From an optimization exercise on the open Yosys and OpenROAD flow, aimed at small area, a short achievable clock period and few clock cycles; shortcuts taken in it are not production practice.
In this exercise RTL edits were held to simulation tests only and were not proved equivalent to the original.

Setup of before:
==> flow/design.v (excerpt) <==
module ecc_point_add #(
    parameter int WIDTH = 32
) (
    input  logic             i_clk,
    input  logic             i_rst_n,
    input  logic             i_start,
    input  logic [WIDTH-1:0] i_p,
    input  logic [WIDTH-1:0] i_x1,
    input  logic [WIDTH-1:0] i_y1,
    input  logic [WIDTH-1:0] i_x2,
    input  logic [WIDTH-1:0] i_y2,
    output logic [WIDTH-1:0] o_x3,
    output logic [WIDTH-1:0] o_y3,
    output logic [WIDTH-1:0] o_z3,
    output logic             o_done
);
    localparam int NF = 26;
    localparam int F_SUBH   = 0;    
    localparam int F_SUBR   = 1;    
    localparam int F_M1L1   = 2;    
    localparam int F_M2L1   = 3;    
    localparam int F_CV1HH  = 4;    
    localparam int F_CV2RR  = 5;    
    localparam int F_M1L2   = 6;    
    localparam int F_M2L2   = 7;    
    localparam int F_CV1HHH = 8;    
    localparam int F_CV2V   = 9;    
    localparam int F_M1L3   = 10;   
    localparam int F_S36    = 11;   
    localparam int F_S37    = 12;   
    localparam int F_S39    = 13;   
    localparam int F_M2L3   = 14;   
    localparam int F_CV1W   = 15;   
    localparam int F_CV2RT  = 16;   
    localparam int F_FIN    = 17;   
    localparam int F_DSH    = 18;   
    localparam int F_DX     = 19;   
    localparam int F_DY     = 20;   
    localparam int F_DH     = 21;   
    localparam int F_M1     = 22;   
    localparam int F_M2     = 23;   
    localparam int F_M1F    = 24;   
    localparam int F_M2F    = 25;   
    function automatic logic [NF-1:0] decode(input logic [5:0] tt);
        logic [NF-1:0] f;
        f = '0;
        f[F_SUBH]   = (tt == 6'd0);
        f[F_SUBR]   = (tt == 6'd1);
        f[F_M1L1]   = (tt >= 6'd1)  && (tt <= 6'd16);
        f[F_M2L1]   = (tt >= 6'd2)  && (tt <= 6'd17);
        f[F_CV1HH]  = (tt == 6'd17);
        f[F_CV2RR]  = (tt == 6'd18);
        f[F_M1L2]   = (tt >= 6'd18) && (tt <= 6'd33);
        f[F_M2L2]   = (tt >= 6'd19) && (tt <= 6'd34);
        f[F_CV1HHH] = (tt == 6'd34);
        f[F_CV2V]   = (tt == 6'd35);
        f[F_M1L3]   = (tt >= 6'd35) && (tt <= 6'd50);
        f[F_S36]    = (tt == 6'd36);
        f[F_S37]    = (tt == 6'd37) || (tt == 6'd38);
  ...
Size: ~5300 cells after synthesis, ~42000 sq um of cells after synthesis.
export LEC_CHECK = 0
export ABC_AREA = 1
export CAP_MARGIN = 20
export CORE_MARGIN = 2
export CORE_UTILIZATION = 40
export CTS_CLUSTER_DIAMETER = 110
export CTS_CLUSTER_SIZE = 16
export PLACE_DENSITY = 0.6
export SETUP_SLACK_MARGIN = 5
export SLEW_MARGIN = 20
create_clock -name core_clock -period 10.0 [get_ports {i_clk}]
standard.sh (not shown) runs the stock make flow with config.mk's settings and CLKGATE_MAP_FILE= SYNTH_SCRIPT=/design/flow/synth_recipe.tcl, a recipe that flattens the netlist after the stock synthesis.
==> flow/flow/run.sh <==
#!/bin/bash
# Standard layout (the standard.sh: synthesis, floorplan, place, CTS,
# route, finish), with gate resizing not held to each cell's footprint.
set -euo pipefail
bash standard.sh MATCH_CELL_FOOTPRINT=0 finish > standard_make.log 2>&1
before finished every stage and its layout cleared the timing, DRC and antenna checks.
Testbench counts of before, summed over its fixed seeds: cycles 11,328.
diff inputs: before => after
--- a/flow/config.mk
+++ b/flow/config.mk
@@ -12,2 +11,0 @@
-export CTS_CLUSTER_DIAMETER = 110
-export CTS_CLUSTER_SIZE = 16
--- outcome ---
Compared with before, after instantiates a larger number of cells. Re number of iterations in the first detailed-routing pass: before was lower than after. after against before: met1 demand-to-capacity share in global routing -0.31 points, critical path depth higher, setup slack decreased 0.041 ns. Ratio of final minimum period to clock period for after: 0.41 points up relative to before. Worst path arrival time is lower on before. The number of buffers other than clock buffers in the final layout in after is 0.942 times that in before. The number of nets still failing antenna checks after routing on before is in line with that on after.

Setup of the reference run:
ecc_point_add again, from the RTL that the note above started with.
==> flow/design.v (excerpt) <==
module ecc_point_add #(
    parameter int WIDTH = 32
) (
    input  logic             i_clk,
    input  logic             i_rst_n,
    input  logic             i_start,
    input  logic [WIDTH-1:0] i_p,
    input  logic [WIDTH-1:0] i_x1,
    input  logic [WIDTH-1:0] i_y1,
    input  logic [WIDTH-1:0] i_x2,
    input  logic [WIDTH-1:0] i_y2,
    output logic [WIDTH-1:0] o_x3,
    output logic [WIDTH-1:0] o_y3,
    output logic [WIDTH-1:0] o_z3,
    output logic             o_done
);
    localparam int NF = 26;
    localparam int F_SUBH   = 0;    
    localparam int F_SUBR   = 1;    
    localparam int F_M1L1   = 2;    
    localparam int F_M2L1   = 3;    
    localparam int F_CV1HH  = 4;    
    localparam int F_CV2RR  = 5;    
    localparam int F_M1L2   = 6;    
    localparam int F_M2L2   = 7;    
    localparam int F_CV1HHH = 8;    
    localparam int F_CV2V   = 9;    
    localparam int F_M1L3   = 10;   
    localparam int F_S36    = 11;   
    localparam int F_S37    = 12;   
    localparam int F_S39    = 13;   
    localparam int F_M2L3   = 14;   
    localparam int F_CV1W   = 15;   
    localparam int F_CV2RT  = 16;   
    localparam int F_FIN    = 17;   
    localparam int F_DSH    = 18;   
    localparam int F_DX     = 19;   
    localparam int F_DY     = 20;   
    localparam int F_DH     = 21;   
    localparam int F_M1     = 22;   
    localparam int F_M2     = 23;   
    localparam int F_M1F    = 24;   
    localparam int F_M2F    = 25;   
    function automatic logic [NF-1:0] decode(input logic [5:0] tt);
        logic [NF-1:0] f;
        f = '0;
        f[F_SUBH]   = (tt == 6'd0);
        f[F_SUBR]   = (tt == 6'd1);
        f[F_M1L1]   = (tt >= 6'd1)  && (tt <= 6'd16);
        f[F_M2L1]   = (tt >= 6'd2)  && (tt <= 6'd17);
        f[F_CV1HH]  = (tt == 6'd17);
        f[F_CV2RR]  = (tt == 6'd18);
        f[F_M1L2]   = (tt >= 6'd18) && (tt <= 6'd33);
  ...
==> flow/config.mk <==
export PLATFORM = sky130hd
export DESIGN_NAME = ecc_point_add
export DESIGN_NICKNAME = ecc_point_add
export VERILOG_FILES = /design/flow/design.v
export SDC_FILE = /design/flow/constraint.sdc
export NUM_CORES = 4
export LEC_CHECK = 0
export ABC_AREA = 1
export CAP_MARGIN = 20
export CORE_MARGIN = 2
export CORE_UTILIZATION = 40
export CTS_CLUSTER_DIAMETER = 110
export CTS_CLUSTER_SIZE = 18
export PLACE_DENSITY = 0.6
export SETUP_SLACK_MARGIN = 5
export SLEW_MARGIN = 20
==> flow/constraint.sdc <==
create_clock -name core_clock -period 10.0 [get_ports {i_clk}]
set_input_delay 2.0000 -clock core_clock [delete_from_list [all_inputs] [get_ports {i_clk}]]
set_output_delay 2.0000 -clock core_clock [all_outputs]
set_load 0.01 [all_outputs]
Scripts as last shown in full above: flow/flow/run.sh
The reference run reached the end of the flow, and the finished layout is clean on the timing, DRC and antenna checks.
Testbench counts of the reference run, summed over its fixed seeds: cycles 11,328.
Input-level comparison between the trial run and the reference run:
==> flow/config.mk <==
export PLATFORM = sky130hd
export DESIGN_NAME = ecc_point_add
export DESIGN_NICKNAME = ecc_point_add
export VERILOG_FILES = /design/flow/design.v
export SDC_FILE = /design/flow/constraint.sdc
export NUM_CORES = 4
export LEC_CHECK = 0
export ABC_AREA = 1
export CAP_MARGIN = 10
export CORE_MARGIN = 2
export CORE_UTILIZATION = 40
export PLACE_DENSITY = 0.6
export SETUP_SLACK_MARGIN = 5
export SLEW_MARGIN = 10
--- outcome ---
- Sort the reference run and the trial run by via count of the routed design, descending, and the trial run comes first.
- Looking at hold slack, the trial run sits 3.3 ps above the reference run.
- Per the comparison of the trial run with the reference run, number of multi-input logic gates ~0 delta; total wirelength of the detailed-routed design rose 0.46%; layout filler cell count shows a reduction of about 1.7%; synthesis-to-layout area growth now larger.

## afterwards: timing with drivers on the ports
Ports are ideal in the flow. The routed layouts listed here were re-timed in OpenROAD.
Step 1 assumes that a clkbuf_16 drives the clock port and a buf_2 every other input.
Step 2 moves the port delays by t, midway between the first and last clock arrival at a register: inputs arrive t later, outputs are due t later. That takes back most of the time a late clock gives input paths.
Three values: ideal, step 1, step 2; two values: the first two.
run	shift t [ns]	slack for setup (ns)	hold WS [ns]	worst register clock-pin slew, ns	cell pins on the clock port's net
before	0.710	5.051 / 5.051 / 4.867	0.537 / 0.537 / 0.537	0.09 / 0.09	1
after	0.713	5.010 / 5.010 / 4.854	0.537 / 0.537 / 0.537	0.07 / 0.07	1
the reference run	0.712	5.038 / 5.038 / 4.582	0.529 / 0.529 / 0.529	0.10 / 0.10	1
the trial run	0.713	5.064 / 5.064 / 4.774	0.532 / 0.532 / 0.532	0.06 / 0.06	1
After both steps every run listed still meets setup and hold. For the reference run, which loses most, drivers alone change the setup slack by 0.000 ns; drivers and shift together by -0.456 ns.
